This is an optimization exercise on Yosys and OpenROAD, whose aim is small area, not a production implementation. The RTL was checked by simulation tests, not by an equivalence proof against the original design. In every run shown here, the design's own scripts or RTL, not TritonCTS, make the clock network. The clock port is modelled as an ideal driver, which makes a skipped or thinned clock tree look cheaper than it is; a real chip needs a root buffer or a tree. Power and IR drop assume default switching activity.

==> flow/design.v (outline; a module is shown in full before it is edited, if it fits) <==
// module bw_o22ai: 3 lines
// module bw_a22oi: 3 lines
// module bw_a222oi: 4 lines
// module bw_nand2: 3 lines
// module bw_nor2: 3 lines
// module bw_inv: 3 lines
// module banner_window_extract: 526 lines
// module banner_scroller: 70 lines
module banner_scroller (
    input  logic              clk,
    input  logic              rst_n,
    input  logic              enable,
    input  logic              scroll_tick,
    output logic [ADDR_W-1:0] rom_addr,
    input  logic [WORD_W-1:0] rom_data,
    output logic              row_valid,
    input  logic              row_ready,
    output logic [3:0]        row_idx,
    output logic [WIN_W-1:0]  row_pixels,
    output logic              frame_done,
    output logic [OFF_W-1:0]  offset
);
  // ...
==> flow/flow/run.sh <==
#!/bin/bash
# Own layout flow: the standard ORFS flow (standard.sh) on a copy of ORFS's scripts, with
# these changes:
#  - ABC maps for area (amap) instead of ORFS's delay-driven "map -B 0.9" area script;
#  - port buffering uses the smallest buffer (buf_1) instead of the default choice;
#  - after floorplanning, flow/inv2.tcl makes every inverter an inv_2 (same area, more drive)
#    and every flip-flop with many loads a dfxtp_2.
# Every tool's output goes to ORFS's own per-step logs under orfs/logs, plus standard.log here.
set -euo pipefail
W=$PWD
# worst register clock-pin slew (ns) that the clock tree must reach by estimate
CTS_TARGET=0.115
rm -rf "$W/scripts"
cp -r "$FLOW_HOME/scripts" "$W/scripts"
cp "$W/flow/abc_area.script" "$W/scripts/abc_area.script"
python3 - "$W/scripts/cts.tcl" "$W/flow/mancts.tcl" "$CTS_TARGET" "$W/flow/cts_candidates.txt" <<'PY'
import sys
path, man, target, cands = sys.argv[1:]
src = open(path).read()
old = "log_cmd clock_tree_synthesis {*}$cts_args"
assert src.count(old) == 1
cand = open(cands).read().strip()
src = src.replace(old, f"source {man}\nbench_manual_cts {target} {{{cand}}}\nset_propagated_clock [all_clocks]")
open(path, "w").write(src)
PY
python3 - "$W/scripts/floorplan.tcl" "$W/flow/inv2.tcl" <<'PY'
import sys
path, tcl = sys.argv[1:]
src = open(path).read()
old = "source_step_tcl POST FLOORPLAN"
assert src.count(old) == 1
src = src.replace(old, old + f"\nsource {tcl}")
open(path, "w").write(src)
PY
export SCRIPTS_DIR="$W/scripts"
export BUFFER_PORTS_ARGS="-buffer_cell sky130_fd_sc_hd__buf_1"
bash "$W/standard.sh" > "$W/standard.log" 2>&1
==> flow/flow/abc_area.script <==
strash
dch
amap
topo
stime -c
==> flow/flow/inv2.tcl <==
# Drive strengths before placement: every inverter becomes inv_2 (same area as inv_1 and
# clkinv_1, twice the drive), and every flip-flop whose output has more than 12 loads becomes
# dfxtp_2, so the window shifter's select lines need no repair buffers.
set n 0
set f 0
foreach inst [[ord::get_db_block] getInsts] {
  set m [[$inst getMaster] getName]
  if {$m == "sky130_fd_sc_hd__inv_1" || $m == "sky130_fd_sc_hd__clkinv_1"} {
    replace_cell [$inst getName] sky130_fd_sc_hd__inv_2
    incr n
  } elseif {$m == "sky130_fd_sc_hd__dfxtp_1"} {
    set q [$inst findITerm Q]
    set net [$q getNet]
    if {$net != "NULL" && [llength [$net getITerms]] > 13} {
      replace_cell [$inst getName] sky130_fd_sc_hd__dfxtp_2
      incr f
    }
  }
}
puts "inv2.tcl: $n inverters made inv_2, $f flip-flops made dfxtp_2"
==> flow/flow/mancts.tcl <==

proc my_kmeans { sinks nleaf } {
  set n [llength $sinks]
  set sorted [lsort -integer -index 1 $sinks]
  set centers {}
  for {set k 0} {$k < $nleaf} {incr k} {
    set s [lindex $sorted [expr {int(($k + 0.5) * $n / $nleaf)}]]
    lappend centers [list [lindex $s 1] [lindex $s 2]]
  }
  for {set iter 0} {$iter < 50} {incr iter} {
    set groups {}
    for {set k 0} {$k < $nleaf} {incr k} { lappend groups {} }
    foreach s $sinks {
      set best 0; set bd 1e30
      for {set k 0} {$k < $nleaf} {incr k} {
        lassign [lindex $centers $k] cx cy
        set d [expr {abs([lindex $s 1]-$cx) + abs([lindex $s 2]-$cy)}]
        if {$d < $bd} {set bd $d; set best $k}
      }
      lset groups $best [concat [lindex $groups $best] [list $s]]
    }
    set newc {}
    for {set k 0} {$k < $nleaf} {incr k} {
      set g [lindex $groups $k]
      if {[llength $g] == 0} { lappend newc [lindex $centers $k]; continue }
      set sx 0; set sy 0
      foreach s $g { set sx [expr {$sx + [lindex $s 1]}]; set sy [expr {$sy + [lindex $s 2]}] }
      lappend newc [list [expr {int($sx / [llength $g])}] [expr {int($sy / [llength $g])}]]
    }
    set centers $newc
  }
  return [list $groups $centers]
}

proc my_clock_slew { } {
  estimate_parasitics -placement
  set mx 0
  foreach pin [get_pins -hierarchical */CLK] {
    set s [get_property $pin slew_max]
    if {$s > $mx} {set mx $s}
  }
  return $mx
}

proc my_make_level { block parent_net items nclu master tag } {
  # items: list of {iterm x y}; makes nclu buffers fed by parent_net, each driving one cluster
  # of items; returns list of {inst net count} and list of {A-iterm x y} of the new buffers
  lassign [my_kmeans $items $nclu] groups centers
  set made {}
  set feeds {}
  for {set k 0} {$k < $nclu} {incr k} {
    set g [lindex $groups $k]
    if {[llength $g] == 0} continue
    set net [odb::dbNet_create $block "clknet_${tag}_$k"]
    $net setSigType CLOCK
    set inst [odb::dbInst_create $block $master "clkbuf_${tag}_$k"]
    [$inst findITerm A] connect $parent_net
    [$inst findITerm X] connect $net
    foreach s $g { set it [lindex $s 0]; $it disconnect; $it connect $net }
    lassign [lindex $centers $k] cx cy
    $inst setLocation $cx $cy
    $inst setPlacementStatus PLACED
    lappend made [list $inst $net [llength $g]]
    lappend feeds [list [$inst findITerm A] $cx $cy]
  }
  return [list $made $feeds]
}

proc my_manual_cts { target_ns candidates } {
  # candidates: {nleaf leaf_master nmid mid_master} (nmid 0: leaves fed by the port)
  set block [ord::get_db_block]
  set clknet [$block findNet clk]
  $clknet setSigType CLOCK
  set sinks {}
  foreach it [$clknet getITerms] {
    lassign [[$it getInst] getLocation] x y
    lappend sinks [list $it $x $y]
  }
  set_propagated_clock [all_clocks]
  foreach cand $candidates {
    lassign $cand nleaf leaf_name nmid mid_name
    lassign [my_make_level $block $clknet $sinks $nleaf [[ord::get_db] findMaster $leaf_name] leaf] made feeds
    set made_mid {}
    if {$nmid > 0} {
      lassign [my_make_level $block $clknet $feeds $nmid [[ord::get_db] findMaster $mid_name] mid] made_mid feeds2
    }
    detailed_placement
    set slew [my_clock_slew]
    puts "manual cts: $nleaf x $leaf_name under $nmid x $mid_name: estimated worst clock-pin slew [format %.1f [expr {$slew * 1000}]] ps"
    if {$slew <= $target_ns} {
      foreach m [concat $made_mid $made] { puts "  [[lindex $m 0] getName]: drives [lindex $m 2]" }
      return
    }
    foreach m [concat $made_mid $made] {
      lassign $m inst net cnt
      foreach it [$net getITerms] {
        if {[$it getInst] != $inst} { $it disconnect; $it connect $clknet }
      }
      [$inst findITerm A] disconnect
      [$inst findITerm X] disconnect
      odb::dbInst_destroy $inst
      odb::dbNet_destroy $net
    }
  }
  error "manual cts: no candidate met the clock slew target"
}
==> flow/standard.sh <==
#!/bin/bash
# synth_recipe.tcl (not shown) runs the flow's synth.tcl, then flattens the netlist and writes it again
# the make line also repeats each setting of config.mk as NAME=value (left out here)
make -C /OpenROAD-flow-scripts/flow DESIGN_CONFIG=/design/flow/config.mk WORK_HOME=/design/flow/orfs CLKGATE_MAP_FILE= SYNTH_SCRIPT=/design/flow/synth_recipe.tcl "${@:-finish}"
==> flow/config.mk <==
export PLATFORM = sky130hd
export DESIGN_NAME = banner_scroller
export DESIGN_NICKNAME = banner_scroller
export VERILOG_FILES = /design/flow/design.v
export SDC_FILE = /design/flow/constraint.sdc
export NUM_CORES = 8
export LEC_CHECK = 0
export ABC_AREA = 1
export CAP_MARGIN = 5
export CORE_MARGIN = 2
export CORE_UTILIZATION = 65
export PLACE_DENSITY = 0.85
export SLEW_MARGIN = 5
export SYNTH_HIERARCHICAL = 1
==> flow/constraint.sdc <==
create_clock -name core_clock -period 7.0 [get_ports {clk}]
set_input_delay 1.4000 -clock core_clock [delete_from_list [all_inputs] [get_ports {clk}]]
set_output_delay 1.4000 -clock core_clock [all_outputs]
set_load 0.01 [all_outputs]
Not shown: flow/flow/cts_candidates.txt
==> reports/metrics.yaml, run 1 <==
status: "finished clean"
pre_cts_slack_ns: 3.37
diodes: 0
p_switching_mw: 0.283
initial_utilization_pct: 66.7
largestClassByArea: "multi-input gates"
cp_slowest_cell: "dfxtp_2"
yosys.area.top_type: "o22ai_1"
period_minus_slack_ns: 4.08
die_h_um: 73.2
wire_per_inst_um: 22.7
p_comb_share_pct: 35.2
io_buffers: 124
post_cts_buffers: 0
drive_gt1_share_pct: 4.91
synthMuxAreaShare_pct: 0
post-place-cells: 541
syn_inst: 368
critical-path-top-delay-family: "compound AO/OA/AOI/OAI gates"
post_cts_resized: 0
layout_common_cells: "170 x o22ai_1, 124 x buf_1, 63 x a222oi_1"
regMostFlops: "pix_q"
drc: 0
synth_async_sr_flop_share_pct: 0
multi_input_area_um2: 2070
reg2reg_to: "pix_q[10]$_DFF_P_"
comb_power_mw: 0.268
grtUsageMet1_pct: 55.1
place_area_um2: 3610
synth.most_common_cell: "o22ai_1"
fin_cells: 543
synth_edf_count: 0
reg2reg_depth: 9
syn-num-nets: 446
grtUsageMet2_pct: 68.4
wirelength_um: 12300
==> run 2: changes to the inputs <==
--- a/flow/flow/run.sh
+++ b/flow/flow/run.sh
@@ -20,7 +20,8 @@
 old = "log_cmd clock_tree_synthesis {*}$cts_args"
 assert src.count(old) == 1
 cand = open(cands).read().strip()
-src = src.replace(old, f"source {man}\nbench_manual_cts {target} {{{cand}}}\nset_propagated_clock [all_clocks]")
+sizes = " ".join(f"sky130_fd_sc_hd__clkbuf_{n}" for n in (1, 2, 4, 8, 16))
+src = src.replace(old, f"source {man}\nbench_manual_cts {target} 4 {{{sizes}}} {{{cand}}}\nset_propagated_clock [all_clocks]")
 open(path, "w").write(src)
 PY
 python3 - "$W/scripts/floorplan.tcl" "$W/flow/inv2.tcl" <<'PY'
--- a/flow/flow/mancts.tcl
+++ b/flow/flow/mancts.tcl
@@ -32,14 +32,82 @@
   return [list $groups $centers]
 }
 
-proc my_clock_slew { } {
-  estimate_parasitics -placement
+proc my_net_slew { net } {
   set mx 0
-  foreach pin [get_pins -hierarchical */CLK] {
+  foreach it [$net getITerms] {
+    if {[$it isOutputSignal]} continue
+    set pin [get_pins [[$it getInst] getName]/[[$it getMTerm] getName]]
     set s [get_property $pin slew_max]
     if {$s > $mx} {set mx $s}
   }
   return $mx
+}
+
+proc my_cell_area { name } {
+  set m [[ord::get_db] findMaster $name]
+  return [expr {[$m getWidth] * [$m getHeight] / 1e6}]
+}
+
+# Builds the tree for nleaf leaves; returns {area leaves} with leaves a list of {inst net},
+# or {} when some leaf misses the target even as the largest buffer.
+proc my_try_tree { clknet sinks nleaf sizes target_ns } {
+  set block [ord::get_db_block]
+  lassign [my_kmeans $sinks $nleaf] groups centers
+  set leaves {}
+  for {set k 0} {$k < $nleaf} {incr k} {
+    set g [lindex $groups $k]
+    if {[llength $g] == 0} continue
+    set net [odb::dbNet_create $block "clknet_leaf_$k"]
+    $net setSigType CLOCK
+    set inst [odb::dbInst_create $block [[ord::get_db] findMaster [lindex $sizes 0]] "clkbuf_leaf_$k"]
+    [$inst findITerm A] connect $clknet
+    [$inst findITerm X] connect $net
+    foreach s $g { set it [lindex $s 0]; $it disconnect; $it connect $net }
+    lassign [lindex $centers $k] cx cy
+    $inst setLocation $cx $cy
+    $inst setPlacementStatus PLACED
+    lappend leaves [list $inst $net 0]
+  }
+  detailed_placement
+  while {1} {
+    estimate_parasitics -placement
+    set changed 0
+    set failed 0
+    set new {}
+    foreach l $leaves {
+      lassign $l inst net si
+      if {[my_net_slew $net] > $target_ns} {
+        if {$si + 1 >= [llength $sizes]} { set failed 1 } else {
+          incr si
+          replace_cell [$inst getName] [lindex $sizes $si]
+          set changed 1
+        }
+      }
+      lappend new [list $inst $net $si]
+    }
+    set leaves $new
+    if {$failed || !$changed} break
+    detailed_placement
+  }
+  set area 0
+  foreach l $leaves { set area [expr {$area + [my_cell_area [lindex $sizes [lindex $l 2]]]}] }
+  set desc {}
+  foreach l $leaves { lappend desc "[[lindex $l 0] getName]:[lindex $sizes [lindex $l 2]]:[llength [[lindex $l 1] getITerms]]" }
+  puts "manual cts: $nleaf leaves, area [format %.1f $area], [expr {$failed ? {misses the target} : {meets the target}}]: $desc"
+  return [list [expr {$failed ? -1 : $area}] $leaves]
+}
+
+proc my_undo_tree { clknet leaves } {
+  foreach l $leaves {
+    lassign $l inst net si
+    foreach it [$net getITerms] {
+      if {[$it getInst] != $inst} { $it disconnect; $it connect $clknet }
+    }
+    [$inst findITerm A] disconnect
+    [$inst findITerm X] disconnect
+    odb::dbInst_destroy $inst
+    odb::dbNet_destroy $net
+  }
 }
 
 proc my_make_level { block parent_net items nclu master tag } {
@@ -66,8 +134,70 @@
   return [list $made $feeds]
 }
 
-proc my_manual_cts { target_ns candidates } {
-  # candidates: {nleaf leaf_master nmid mid_master} (nmid 0: leaves fed by the port)
+proc my_undo_level { clknet made } {
+  foreach m $made {
+    lassign $m inst net cnt
+    foreach it [$net getITerms] {
+      if {[$it getInst] != $inst} { $it disconnect; $it connect $clknet }
+    }
+    [$inst findITerm A] disconnect
+    [$inst findITerm X] disconnect
+    odb::dbInst_destroy $inst
+    odb::dbNet_destroy $net
+  }
+}
+
+# Tries one list candidate; returns its area if it meets the target (the tree is left in
+# place when keep is 1), else -1.
+proc my_try_list { clknet sinks cand target_ns keep } {
+  set block [ord::get_db_block]
+  lassign $cand nleaf leaf_name nmid mid_name
+  lassign [my_make_level $block $clknet $sinks $nleaf [[ord::get_db] findMaster $leaf_name] leaf] made feeds
+  set made_mid {}
+  if {$nmid > 0} {
+    lassign [my_make_level $block $clknet $feeds $nmid [[ord::get_db] findMaster $mid_name] mid] made_mid feeds2
+  }
+  detailed_placement
+  set slew [my_clock_slew]
+  set area [expr {$nleaf * [my_cell_area $leaf_name] + $nmid * [my_cell_area $mid_name]}]
+  puts "manual cts: $nleaf x $leaf_name under $nmid x $mid_name, area [format %.1f $area]: estimated worst clock-pin slew [format %.1f [expr {$slew * 1000}]] ps"
+  set ok [expr {$slew <= $target_ns}]
+  if {!($ok && $keep)} {
+    my_undo_level $clknet $made_mid
+    my_undo_level $clknet $made
+  }
+  return [expr {$ok ? $area : -1}]
+}
+
+proc my_clock_slew { } {
+  estimate_parasitics -placement
+  set mx 0
+  foreach pin [get_pins -hierarchical */CLK] {
+    set s [get_property $pin slew_max]
+    if {$s > $mx} {set mx $s}
+  }
+  return $mx
+}
+
+proc my_snapshot { } {
+  set snap {}
+  foreach inst [[ord::get_db_block] getInsts] {
+    lappend snap [list $inst [$inst getLocation] [$inst getOrient] [$inst getPlacementStatus]]
+  }
+  return $snap
+}
+
+proc my_restore { snap } {
+  foreach s $snap {
+    lassign $s inst loc orient status
+    if {[$inst getPlacementStatus] == "FIRM" || [$inst getPlacementStatus] == "LOCKED"} continue
+    $inst setOrient $orient
+    $inst setLocation [lindex $loc 0] [lindex $loc 1]
+    $inst setPlacementStatus $status
+  }
+}
+
+proc my_manual_cts { target_ns max_leaves sizes candidates } {
   set block [ord::get_db_block]
   set clknet [$block findNet clk]
   $clknet setSigType CLOCK
@@ -77,30 +207,27 @@
     lappend sinks [list $it $x $y]
   }
   set_propagated_clock [all_clocks]
+  set snap [my_snapshot]
+  set best_area 1e30
+  set best {}
+  for {set n 1} {$n <= $max_leaves} {incr n} {
+    lassign [my_try_tree $clknet $sinks $n $sizes $target_ns] area leaves
+    if {$area >= 0 && $area < $best_area - 1e-6} { set best_area $area; set best [list tree $n] }
+    my_undo_tree $clknet $leaves
+    my_restore $snap
+  }
   foreach cand $candidates {
-    lassign $cand nleaf leaf_name nmid mid_name
-    lassign [my_make_level $block $clknet $sinks $nleaf [[ord::get_db] findMaster $leaf_name] leaf] made feeds
-    set made_mid {}
-    if {$nmid > 0} {
-      lassign [my_make_level $block $clknet $feeds $nmid [[ord::get_db] findMaster $mid_name] mid] made_mid feeds2
-    }
-    detailed_placement
-    set slew [my_clock_slew]
-    puts "manual cts: $nleaf x $leaf_name under $nmid x $mid_name: estimated worst clock-pin slew [format %.1f [expr {$slew * 1000}]] ps"
-    if {$slew <= $target_ns} {
-      foreach m [concat $made_mid $made] { puts "  [[lindex $m 0] getName]: drives [lindex $m 2]" }
-      return
-    }
-    foreach m [concat $made_mid $made] {
-      lassign $m inst net cnt
-      foreach it [$net getITerms] {
-        if {[$it getInst] != $inst} { $it disconnect; $it connect $clknet }
-      }
-      [$inst findITerm A] disconnect
-      [$inst findITerm X] disconnect
-      odb::dbInst_destroy $inst
-      odb::dbNet_destroy $net
-    }
-  }
-  error "manual cts: no candidate met the clock slew target"
-}
+    set a [expr {[lindex $cand 0] * [my_cell_area [lindex $cand 1]] + [lindex $cand 2] * [my_cell_area [lindex $cand 3]]}]
+    if {$a >= $best_area - 1e-6} break
+    set area [my_try_list $clknet $sinks $cand $target_ns 0]
+    my_restore $snap
+    if {$area >= 0} { set best_area $area; set best [list list $cand]; break }
+  }
+  if {$best == {}} { error "manual cts: no tree met the clock slew target" }
+  if {[lindex $best 0] == "tree"} {
+    my_try_tree $clknet $sinks [lindex $best 1] $sizes $target_ns
+  } else {
+    my_try_list $clknet $sinks [lindex $best 1] $target_ns 1
+  }
+  puts "manual cts: kept $best, area [format %.1f $best_area], estimated worst clock-pin slew after legalizing [format %.1f [expr {[my_clock_slew] * 1000}]] ps"
+}
==> run 2 against run 1 <==
Compared with the run above:
- still clean on timing, DRC and antenna
- power fell by 6.0%
- first-iteration DRC count decreased by 9.8%
- sequential share of layout area up 0.11 points
- clock skew grew 0.012 ns
- critical path type unchanged
- largest cell class unchanged
==> reports/metrics.yaml, run 2 <==
ys_seq_area_share_pct: 30.3
track_usage_pct: 36.8
grt_max_degree: 60
synth_edf_count: 0  # unchanged
synthTopCellsByArea: "o22ai_1 34%, dfxtp_1 30%, a222oi_1 20%, a22oi_1 3.6%, clkinv_1 2.1%"
fmax_mhz: 263
finalHoldViolCount: 0
post-place-cells: 541  # unchanged
wire_per_inst_um: 19.9  # -12%
synth-compound-area-share_pct: 59.7
ir_drop_uv: 258
antenna_found_initial: 0
period_minus_slack_ns: 3.80  # -0.277 ns
syn_inst: 368  # unchanged
final_util_pct: 78.2
diodes: 0  # unchanged
viasPerCell: 7.97
final_common_cell: "o22ai_1"
maxCapViolCount: 0
reg2reg_depth: 9  # unchanged
first_pass_iters: 7
crit_type: "flip-flop to flip-flop"
critical-path-top-delay-family: "compound AO/OA/AOI/OAI gates"
post_cts_resized: 0  # unchanged
grt_overflow: 0
place_congestion: 0.898
area_growth_pct: 17.3
critPathMaxStageDelay_ns: 1.00
worstPathCellList: "inv_2 > nand2_1 > inv_2 > a222oi_1 > o22ai_1 > o22ai_1 > o22ai_1 > a222oi_1 > o22ai_1"
syn-num-nets: 446  # unchanged
synthMuxAreaShare_pct: 0  # unchanged
worstPathArrival_ns: 3.82
power_mw: 0.716
synth-seq-cells: 47
netlist_area_um2: 3110
coreArea_um2: 4660
status: "finished clean"
leakage_nw: 1.13
rsz0062_at_grt: "no"
fin_cells: 544  # +0.18%
first_global_vias: 3434
synth-xor-area-share_pct: 0
n_fill_cell: 367
place_area_um2: 3610  # unchanged
fin_crit_sh_pct: 54.3
rows: 25
cp.required_ns: 7.01
drt_iter0_markers: 926
fin_nets: 570
pre_cts_slack_ns: 3.37  # unchanged
synth_common_cells: "170 x o22ai_1, 63 x a222oi_1, 47 x dfxtp_1"
synthSimpleGateAreaFrac_pct: 5.84
fin_worst_skew_ns: 0.0175
final_area_um2: 3650
drive_gt1_share_pct: 5.10  # +0.19 points
synthAdderAreaFrac_pct: 0.805
die_w_um: 73.2
vias: 4334
end_kind: "flip-flop"
syn_avg_cell_area_um2: 8.45
synth_top_family_by_area: "compound AO/OA/AOI/OAI gates"
setup_ws_ns: 3.20
crit_buf_inv: 2
hpwl_um: 7960
cp_max_fo: 59
cts.clk_slew.worst_paths_ns: 0.11
largest_reg_flops: 32
grt_pass1_wl_um: 16200
cp_slowest_cell: "dfxtp_2"
multi_input_area_um2: 2070  # unchanged
yosys_warnings: 7
slew_headroom_pct: 34.4
cp.depth: 9
clk_latency_ns: 0.17
layout_common_cells: "170 x o22ai_1, 124 x buf_1, 63 x a222oi_1"
post_cts_buffers: 0  # unchanged
io_buffers: 124  # unchanged
synthDistinctLibCells: 22
reg.largest.list: "pix_q: 32 flops, off_q: 7 flops, idx_q: 4 flops"
dieArea_um2: 5350
timing.setup.tns_ns: 0
seq_area_um2: 947
postCtsHoldBufs: 0
worst_pin_slew_ns: 0.984
cp_common_cell: "o22ai_1"
hold_path_depth: 2
initial_utilization_pct: 66.7  # unchanged
p_per_area_nw_per_um2: 196
synth_async_sr_flop_share_pct: 0  # unchanged
setup_viol: 0
drc: 0  # unchanged
num_io_pins: 126
final_antenna_net_count: 0
wirelength_um: 10800  # -12%
synth.most_common_cell: "o22ai_1"
synth-main-ff-cell: "dfxtp_1"
drv_slew: 0
holdWs_ns: 0.508
synth_top_area_share_pct: 34.2
start_kind: "flip-flop"
yosys.area.top_type: "o22ai_1"
regMostFlops: "pix_q"
die_h_um: 73.2  # unchanged
hp-class: "flip-flop to flip-flop"
==> run 2: path summary, 6_finish.rpt <==
kind	startpoint	end	slack [ns]
setup / recovery	off_q[5]$_SDFF_PN0_	pix_q[23]$_DFF_P_	3.20
hold / removal	off_q[0]$_SDFF_PN0_	off_q[0]$_SDFF_PN0_	0.51
setup reg to reg	off_q[5]$_SDFF_PN0_	pix_q[23]$_DFF_P_	3.20
hold reg to reg	off_q[0]$_SDFF_PN0_	off_q[0]$_SDFF_PN0_	0.51
==> run 2: layer usage <==
layer | GRT usage, % | up-vias | part of all wire, %
met5 | 0 | - | 0
met4 | 11.1 | 0 | 2.8
met3 | 3.04 | 33 | 12
met2 | 58.2 | 346 | 45
met1 | 53.4 | 1950 | 40
li1 | - | 2005 | -
==> run 2: cells by family (layout without fill, tap and decap cells) <==
group	count (synthesis)	count (layout)
flip-flops	47	47
adder cells (fa/ha/maj)	2	2
buffers and inverters	22	144
AO/OA/AOI/OAI	256	256
AND/OR/NAND/NOR	40	40
other	1	1
==> run 2: power breakdown <==
part | internal (mW) | total, mW | switching [mW]
combinational | 0.0964 | 0.250 | 0.153
clock | 0.0336 | 0.101 | 0.0673
sequential | 0.329 | 0.365 | 0.0366
==> run 2: layout make-up <==
type / count / share of cell area, %
multi-input combinational: 299 / 56.7
sequential: 47 / 26.0
timing repair buffer: 124 / 12.8
tap: 54 / 1.85
inverter: 17 / 1.75
buffer: 3 / 0.961
==> run 2: worst reg2reg max path: stages (launching register included) <==
cell and delay [ns]:
dfxtp_2 1.00, inv_2 0.34, nand2_1 0.17, inv_2 0.28, a222oi_1 0.52, o22ai_1 0.18
o22ai_1 0.33, o22ai_1 0.17, a222oi_1 0.50, o22ai_1 0.15
==> run 2: per-module statistics from Yosys (local to each module, per instance), a selection <==
module | flops+latches | cells
bw_inv | 0 | 1
bw_nand2 | 0 | 1
bw_o22ai | 0 | 1
bw_a222oi | 0 | 1
bw_a22oi | 0 | 1
banner_scroller | 47 | 103

[re-timing with driven ports]
No port has a modelled driver above. Below, the same layouts with a new extraction and two added sets of constraints. Step 1: set_driving_cell puts a clkbuf_16 on clk and a buf_2 on each other input, an assumption about the parent block. Step 2 also shifts input and output timing later by t, the mid clock arrival at the registers, as if the neighbouring blocks saw the same clock. Slacks: ideal / step 1 / step 2; pairs: ideal / step 1.
run	t, ns	setup slack, ns	hold WS [ns]	worst setup path after step 2	latest minus earliest clock arrival (ns)
run 1	0.202	2.919 / 2.919 / 2.919	0.512 / 0.512 / 0.512	register to register	0.005 / 0.006
run 2	0.208	3.196 / 3.196 / 3.196	0.508 / 0.508 / 0.508	register to register	0.018 / 0.018
After both steps setup and hold are still met in every run listed.
